This design comes from an exercise in tuning for small area and a short achievable clock period on the open sky130 flow, not from production work.
Only simulation tests tie the RTL to the original design; equivalence was not proved.

==> flow/design.v <==
`timescale 1ns/1ps
`default_nettype none
module window_multiplier
#(
    parameter int W    = 16,
    parameter int TAPS = 9
)
(
    input  logic                   clk,
    input  logic                   reset,
    input  logic                   conv_en,
    input  logic [TAPS*W-1:0]      filter_taps,
    input  logic [TAPS*W-1:0]      window_taps,
    output logic [TAPS*2*W-1:0]    prod,
    output logic                   prod_valid
);
    logic [TAPS*W-1:0] filter_q;
    logic [TAPS*W-1:0] window_q;
    logic              op_valid;
    always_ff @(posedge clk)
    begin
        if (conv_en)
        begin
            filter_q <= filter_taps;
            window_q <= window_taps;
        end
    end
    always_ff @(posedge clk)
    begin
        if (reset)
            op_valid <= 1'b0;
        else
            op_valid <= conv_en;
    end
    always_ff @(posedge clk)
    begin
        if (op_valid)
        begin
            for (int i = 0; i < TAPS; i++)
                prod[i*2*W +: 2*W] <= (2*W)'($signed(filter_q[i*W +: W])) *
                                      (2*W)'($signed(window_q[i*W +: W]));
        end
    end
    always_ff @(posedge clk)
    begin
        if (reset)
            prod_valid <= 1'b0;
        else
            prod_valid <= op_valid;
    end
endmodule
`default_nettype wire
`timescale 1ns/1ps
`default_nettype none
module tree_add_level
#(
    parameter int IN_W  = 32,
    parameter int OUT_W = 33,
    parameter int N_IN  = 9
)
(
    input  logic                                 clk,
    input  logic                                 reset,
    input  logic                                 in_valid,
    input  logic [N_IN*IN_W-1:0]                 in_sums,
    output logic [((N_IN+1)/2)*OUT_W-1:0]        out_sums,
    output logic                                 out_valid
);
    localparam int N_OUT = (N_IN + 1) / 2;
    logic [N_OUT*OUT_W-1:0] sum_next;
    always_comb
    begin
        for (int i = 0; i < N_IN / 2; i++)
            sum_next[i*OUT_W +: OUT_W] =
                OUT_W'($signed(in_sums[2*i*IN_W +: IN_W])) +
                OUT_W'($signed(in_sums[(2*i+1)*IN_W +: IN_W]));
        if (N_IN % 2 == 1)
            sum_next[(N_OUT-1)*OUT_W +: OUT_W] =
                OUT_W'($signed(in_sums[(N_IN-1)*IN_W +: IN_W]));
    end
    always_ff @(posedge clk)
    begin
        if (in_valid)
            out_sums <= sum_next;
    end
    always_ff @(posedge clk)
    begin
        if (reset)
            out_valid <= 1'b0;
        else
            out_valid <= in_valid;
    end
endmodule
`default_nettype wire
`timescale 1ns/1ps
`default_nettype none
module result_saturate
#(
    parameter int W     = 16,
    parameter int SUM_W = 2*16+4
)
(
    input  logic              clk,
    input  logic              reset,
    input  logic              sum_valid,
    input  logic [SUM_W-1:0]  sum,
    output logic [W-1:0]      out_data,
    output logic              out_we
);
    localparam logic signed [SUM_W-1:0] TAP_MAX = SUM_W'(2 ** (W - 1) - 1);
    localparam logic signed [SUM_W-1:0] TAP_MIN = -TAP_MAX - 1;
    logic signed [SUM_W-1:0] scaled;
    logic        [W-1:0]     clamped;
    assign scaled = $signed(sum) >>> 8;
    always_comb
    begin
        if (scaled > TAP_MAX)
            clamped = TAP_MAX[W-1:0];
        else if (scaled < TAP_MIN)
            clamped = TAP_MIN[W-1:0];
        else
            clamped = scaled[W-1:0];
    end
    always_ff @(posedge clk)
    begin
        if (sum_valid)
            out_data <= clamped;
    end
    always_ff @(posedge clk)
    begin
        if (reset)
            out_we <= 1'b0;
        else
            out_we <= sum_valid;
    end
endmodule
`default_nettype wire
`timescale 1ns/1ps
`default_nettype none
module conv3x3_mac
(
    input  logic                             clk,
    input  logic                             reset,
    input  logic                             conv_en,
    input  logic [9*16-1:0] filter_taps,
    input  logic [9*16-1:0] window_taps,
    output logic [16-1:0]           out_data,
    output logic                             out_we
);
    localparam int W    = 16;
    localparam int P_W  = 2*W;
    localparam int L1_W = 2*W+1;
    localparam int L2_W = 2*W+2;
    localparam int L3_W = 2*W+3;
    localparam int L4_W = 2*W+4;
    logic [9*P_W-1:0]  prod;
    logic              prod_valid;
    logic [5*L1_W-1:0] l1_sums;
    logic              l1_valid;
    logic [3*L2_W-1:0] l2_sums;
    logic              l2_valid;
    logic [2*L3_W-1:0] l3_sums;
    logic              l3_valid;
    logic [L4_W-1:0]   l4_sum;
    logic              l4_valid;
    window_multiplier u_multiplier (
        .clk         (clk),
        .reset       (reset),
        .conv_en     (conv_en),
        .filter_taps (filter_taps),
        .window_taps (window_taps),
        .prod        (prod),
        .prod_valid  (prod_valid)
    );
    tree_add_level #(.IN_W(P_W), .OUT_W(L1_W), .N_IN(9)) level_1 (
        .clk       (clk),
        .reset     (reset),
        .in_valid  (prod_valid),
        .in_sums   (prod),
        .out_sums  (l1_sums),
        .out_valid (l1_valid)
    );
    tree_add_level #(.IN_W(L1_W), .OUT_W(L2_W), .N_IN(5)) level_2 (
        .clk       (clk),
        .reset     (reset),
        .in_valid  (l1_valid),
        .in_sums   (l1_sums),
        .out_sums  (l2_sums),
        .out_valid (l2_valid)
    );
    tree_add_level #(.IN_W(L2_W), .OUT_W(L3_W), .N_IN(3)) level_3 (
        .clk       (clk),
        .reset     (reset),
        .in_valid  (l2_valid),
        .in_sums   (l2_sums),
        .out_sums  (l3_sums),
        .out_valid (l3_valid)
    );
    tree_add_level #(.IN_W(L3_W), .OUT_W(L4_W), .N_IN(2)) level_4 (
        .clk       (clk),
        .reset     (reset),
        .in_valid  (l3_valid),
        .in_sums   (l3_sums),
        .out_sums  (l4_sum),
        .out_valid (l4_valid)
    );
    result_saturate #(.W(W), .SUM_W(L4_W)) u_saturate (
        .clk       (clk),
        .reset     (reset),
        .sum_valid (l4_valid),
        .sum       (l4_sum),
        .out_data  (out_data),
        .out_we    (out_we)
    );
endmodule
`default_nettype wire
==> flow/run.sh <==
#!/bin/bash
# synth_recipe.tcl (not shown) runs the flow's synth.tcl, then flattens the netlist and writes it again
# the make line also repeats each setting of config.mk as NAME=value (left out here)
make -C /OpenROAD-flow-scripts/flow DESIGN_CONFIG=/design/flow/config.mk WORK_HOME=/design/flow/orfs CLKGATE_MAP_FILE= SYNTH_SCRIPT=/design/flow/synth_recipe.tcl finish
==> flow/config.mk <==
export PLATFORM = sky130hd
export DESIGN_NAME = conv3x3_mac
export DESIGN_NICKNAME = conv3x3_mac
export VERILOG_FILES = /design/flow/design.v
export SDC_FILE = /design/flow/constraint.sdc
export NUM_CORES = 4
export LEC_CHECK = 0
export CAP_MARGIN = 20
export CORE_MARGIN = 2
export CORE_UTILIZATION = 40
export SLEW_MARGIN = 20
==> flow/constraint.sdc <==
create_clock -name core_clock -period 8.5 [get_ports {clk}]
set_input_delay 1.7000 -clock core_clock [delete_from_list [all_inputs] [get_ports {clk}]]
set_output_delay 1.7000 -clock core_clock [all_outputs]
set_load 0.01 [all_outputs]
==> results.txt <==
## cells by family after synthesis
logic type | share of synthesized area, %
flops | 22.3
xor+xnor | 3.63
compound gates | 6.59
fa+ha+maj | 46.6
mux | 0.0253
simple gates | 12.1
buf+inv | 8.74
## flip-flops by register name (all words and copies together) (netlist names)
signal	cells
level_1.out_sums	164
level_1.out_valid	1
level_2.out_sums	100
level_2.out_valid	1
level_3.out_sums	67
level_3.out_valid	1
level_4.out_sums	28
level_4.out_valid	1
u_multiplier.filter_q	144
u_multiplier.op_valid	1
u_multiplier.prod	288
u_multiplier.prod_valid	1
u_multiplier.window_q	144
u_saturate.out_data	16
u_saturate.out_we	1
## through the flow
step | setup slack, ns | util, %
2_1_floorplan | 1.22 | -
3_3_place_gp | 1.44 | 42.4
3_5_place_dp | 1.43 | 42.4
4_1_cts | 1.45 | 43.7
5_1_grt | 1.06 | 43.7
6_report | 1.46 | 43.7
## layout by cell type, fill, tap and decap left out, types with 13 or more instances in the layout
cell	netlist	layout
a2111oi_0	13	13
a211o_1	15	15
a211oi_1	49	49
a21o_1	215	215
a21oi_1	390	390
a31o_2	13	13
a31oi_1	28	28
and2_1	1112	1112
and3_1	36	36
and4_1	15	15
buf_4	0	13
bufinv_16	0	15
clkbuf_16	0	123
clkdlybuf4s50_1	0	306
clkinv_1	0	15
clkinv_2	0	17
clkinvlp_4	0	23
edfxtp_1	951	951
fa_1	2365	2365
ha_1	1000	1000
inv_1	2691	2691
nand2_1	1233	1233
nand2b_1	93	93
nand3_1	76	76
nand4_1	36	36
nor2_1	330	330
nor2b_1	58	58
nor3_1	55	55
nor4_1	13	13
o211ai_1	26	26
o21a_1	101	101
o21ai_0	213	213
o21bai_1	69	69
o31ai_1	18	17
or3_1	16	16
xnor2_1	409	409
xor2_1	123	123
## path summary, 6_finish.rpt
path | startpoint | end | slack [ns]
worst max register to register | u_multiplier.filter_q[75] | u_multiplier.prod[159] | 1.46
worst min register to register | level_1.out_sums[138] | level_2.out_sums[74] | 0.38
worst min-delay path | level_1.out_sums[138] | level_2.out_sums[74] | 0.38
worst max-delay path | u_multiplier.filter_q[75] | u_multiplier.prod[159] | 1.46
## per-layer routing
| metal | vias up | global-route usage (%) |
|---|---|---|
| li1 | 38350 | - |
| met1 | 41918 | 28.4 |
| met2 | 1617 | 30.0 |
| met3 | 275 | 2.31 |
| met4 | 4 | 4.00 |
| met5 | - | 0 |
## area by class of cell
class / instances / area, um2 / share of cell area (%)
Inverter: 2691 / 10100 / 7.21
Sequential cell: 958 / 28700 / 20.5
Clock inverter: 95 / 1060 / 0.759
Tap cell: 4305 / 5390 / 3.84
Antenna cell: 3 / 7.51 / 0.00536
Clock buffer: 134 / 3130 / 2.23
Timing Repair Buffer: 323 / 3240 / 2.31
Multi-Input combinational cell: 8303 / 88500 / 63.2
## synth_stat cells (123+ instances only)
library cell	count	area (um2)
o21ai_0	213	1070
xnor2_1	409	3580
a21oi_1	390	1950
edfxtp_1	951	28600
nor2_1	330	1240
xor2_1	123	1080
clkbuf_1	299	1120
nand2_1	1233	4630
a21o_1	215	1610
inv_1	2691	10100
ha_1	1000	12500
and2_1	1112	6960
fa_1	2365	47300
==> metrics.md <==
| Metric | Value |
|---|---|
| Outcome | complete, no violations |
| CP Depth | 20 |
| Worst hold-check path type | reg2reg |
| Final Critical Period | 7.04 ns |
| Routed WL | 300,000 um |
| Drt pass-1 iters | 6 |
| Routed length on met2 | 136,000 um |
| First-pass GRT wire length | 493,000 um |
| Placed Area | 136,000 um2 |
| MaxCap Viol Count | 0 |
| DR top layer | met5 |
| Dpl cells | 16,580 |
| Period utilization | 82.8% |
| RSZ-0062 raised after global routing | false |
| DIE HEIGHT | 571 um |
| Finished Layout Cells | 16,812 |
| F_max | 0.142 GHz |
| Slowest-stage cell, CP | edfxtp_1 |
| Hold Buf Count CTS | 0 |
| Port buffer count | 307 |
| Core Box Area | 320,000 um2 |
| Hold path cells | 0 |
| Ys flop type | edfxtp_1 |
| Final slew viol count | 0 |
| Cell depth of the worst flop-to-flop path | 20 |
| Via count | 82,164 |
| # setup viols final | 0 |
| Postcts setup bufs | 0 |
| Number of distinct library cells after synthesis | 87 |
| H-tree levels | 3 |
| Synth Instances | 12,251 |
| Rows | 208 |
| Synthesis Warnings | 6 |
| # IOs | 308 |
| CTS resizes | 0 |
| CP delay by family, top | adder cells |
| Global route total overflow | 0 |
| Clock input transition at the sequential cells of the worst setup and hold paths | 0.07 ns |
| Rel. slew slack | 21.8% |
| Yosys reg bits | 958 |
| Min Hold Slack | 0.378 ns |
| Worst Tran Pin Value | 1.17 ns |
| Die Area | 326,000 um2 |
| Worst skew pair latency | 0.91 ns |
| Clk root buf | clkbuf_16 |
| TritonCTS clock tree | yes |
| WL met3 | 14,300 um |
| Worst endpoint required time | 9.13 ns |
| Vias in the first global route | 87,779 |
| CTS Buf Count | 123 |
| Met1 WL | 143,000 um |
| Largest net degree at the start of global routing | 136 |
| Fin area | 140,000 um2 |
| Startpoint Class | flop |
| Critical-path cell list | nand2_1 > fa_1 > fa_1 > fa_1 > inv_1 > fa_1 > fa_1 > inv_1 > fa_1 > inv_1 > ha_1 > a21oi_1 > o211ai_1 > or4_1 > o21ai_2 > a31oi_1 > a221o_1 > a211o_1 > a21o_1 > xnor2_1 |
| Worst Path Buf+Inv | 3 |
| CP Data Arrival Time | 7.66 ns |
| Setup TNS | 0 ns |
| Initial DRC count | 5,061 |
| Final number of hold-violating endpoints | 0 |
| NumNets Final | 16,056 |
| Critical Path Max Stage Delay | 0.83 ns |
| Starting density of the core | 40.1% |
| Via density | 4.89 |
| Layout cells sized above 1 | 2.18% |
| Gp weighted congestion | 0.863 |
| Area delta synth->final | 9.13% |
| WS Path Type | reg2reg |
| Most used cell, CP | fa_1 |
| Synthesized area | 128,000 um2 |
| Clk_skew | 0.0936 ns |
| DR WL/cell | 17.9 um |
| Mean Syn Cell Area | 10.5 um2 |
| Seq/Total Area, Yosys | 22.3% |
| Synthesized Nets | 15,907 |
| Crit Path Max Fanout | 16 |
| DP HPWL | 242,000 um |
| Asr flop ratio synth | 0% |
| Number of flops mapped to enable cells by yosys | 951 |
| Detail Route Antenna Nets | 0 |
| Initial antenna violation count | 9 |
| Crit. End Element | flop |
| Gr usage total | 19.1% |
| Clk sinks | 958 |
| Drc violations | 0 |
| Fill cells | 30,411 |
| Width of the chip | 571 um |
| Clock Tree Buf Depth | 4 |

## static timing again, ports no longer ideal
The flow's constraints put no driver on any port. The routed layout listed below was extracted and timed again, unchanged, in two steps. Step 1: set_driving_cell puts a clkbuf_16 on clk and a buf_2 on each other input, an assumption about the parent block. Step 2 times the ports against the registers' clock, not the clock port: input delays grow and output delays shrink by t, the midpoint of the rising clock arrivals with the driver on. a / b / c = ideal ports / drivers / drivers and shift; a / b = the first two.
shift t [ns]: 0.955
slack for setup (ns): 1.464 / 1.464 / 1.464
worst setup path at the end: register to register
clock arrival spread, ns: 0.102 / 0.102
pins driven straight from the clock port: 1
After both steps setup and hold are still met in this run. The setup slack of this run moves by 0.000 ns with the drivers and by 0.000 ns with both steps.
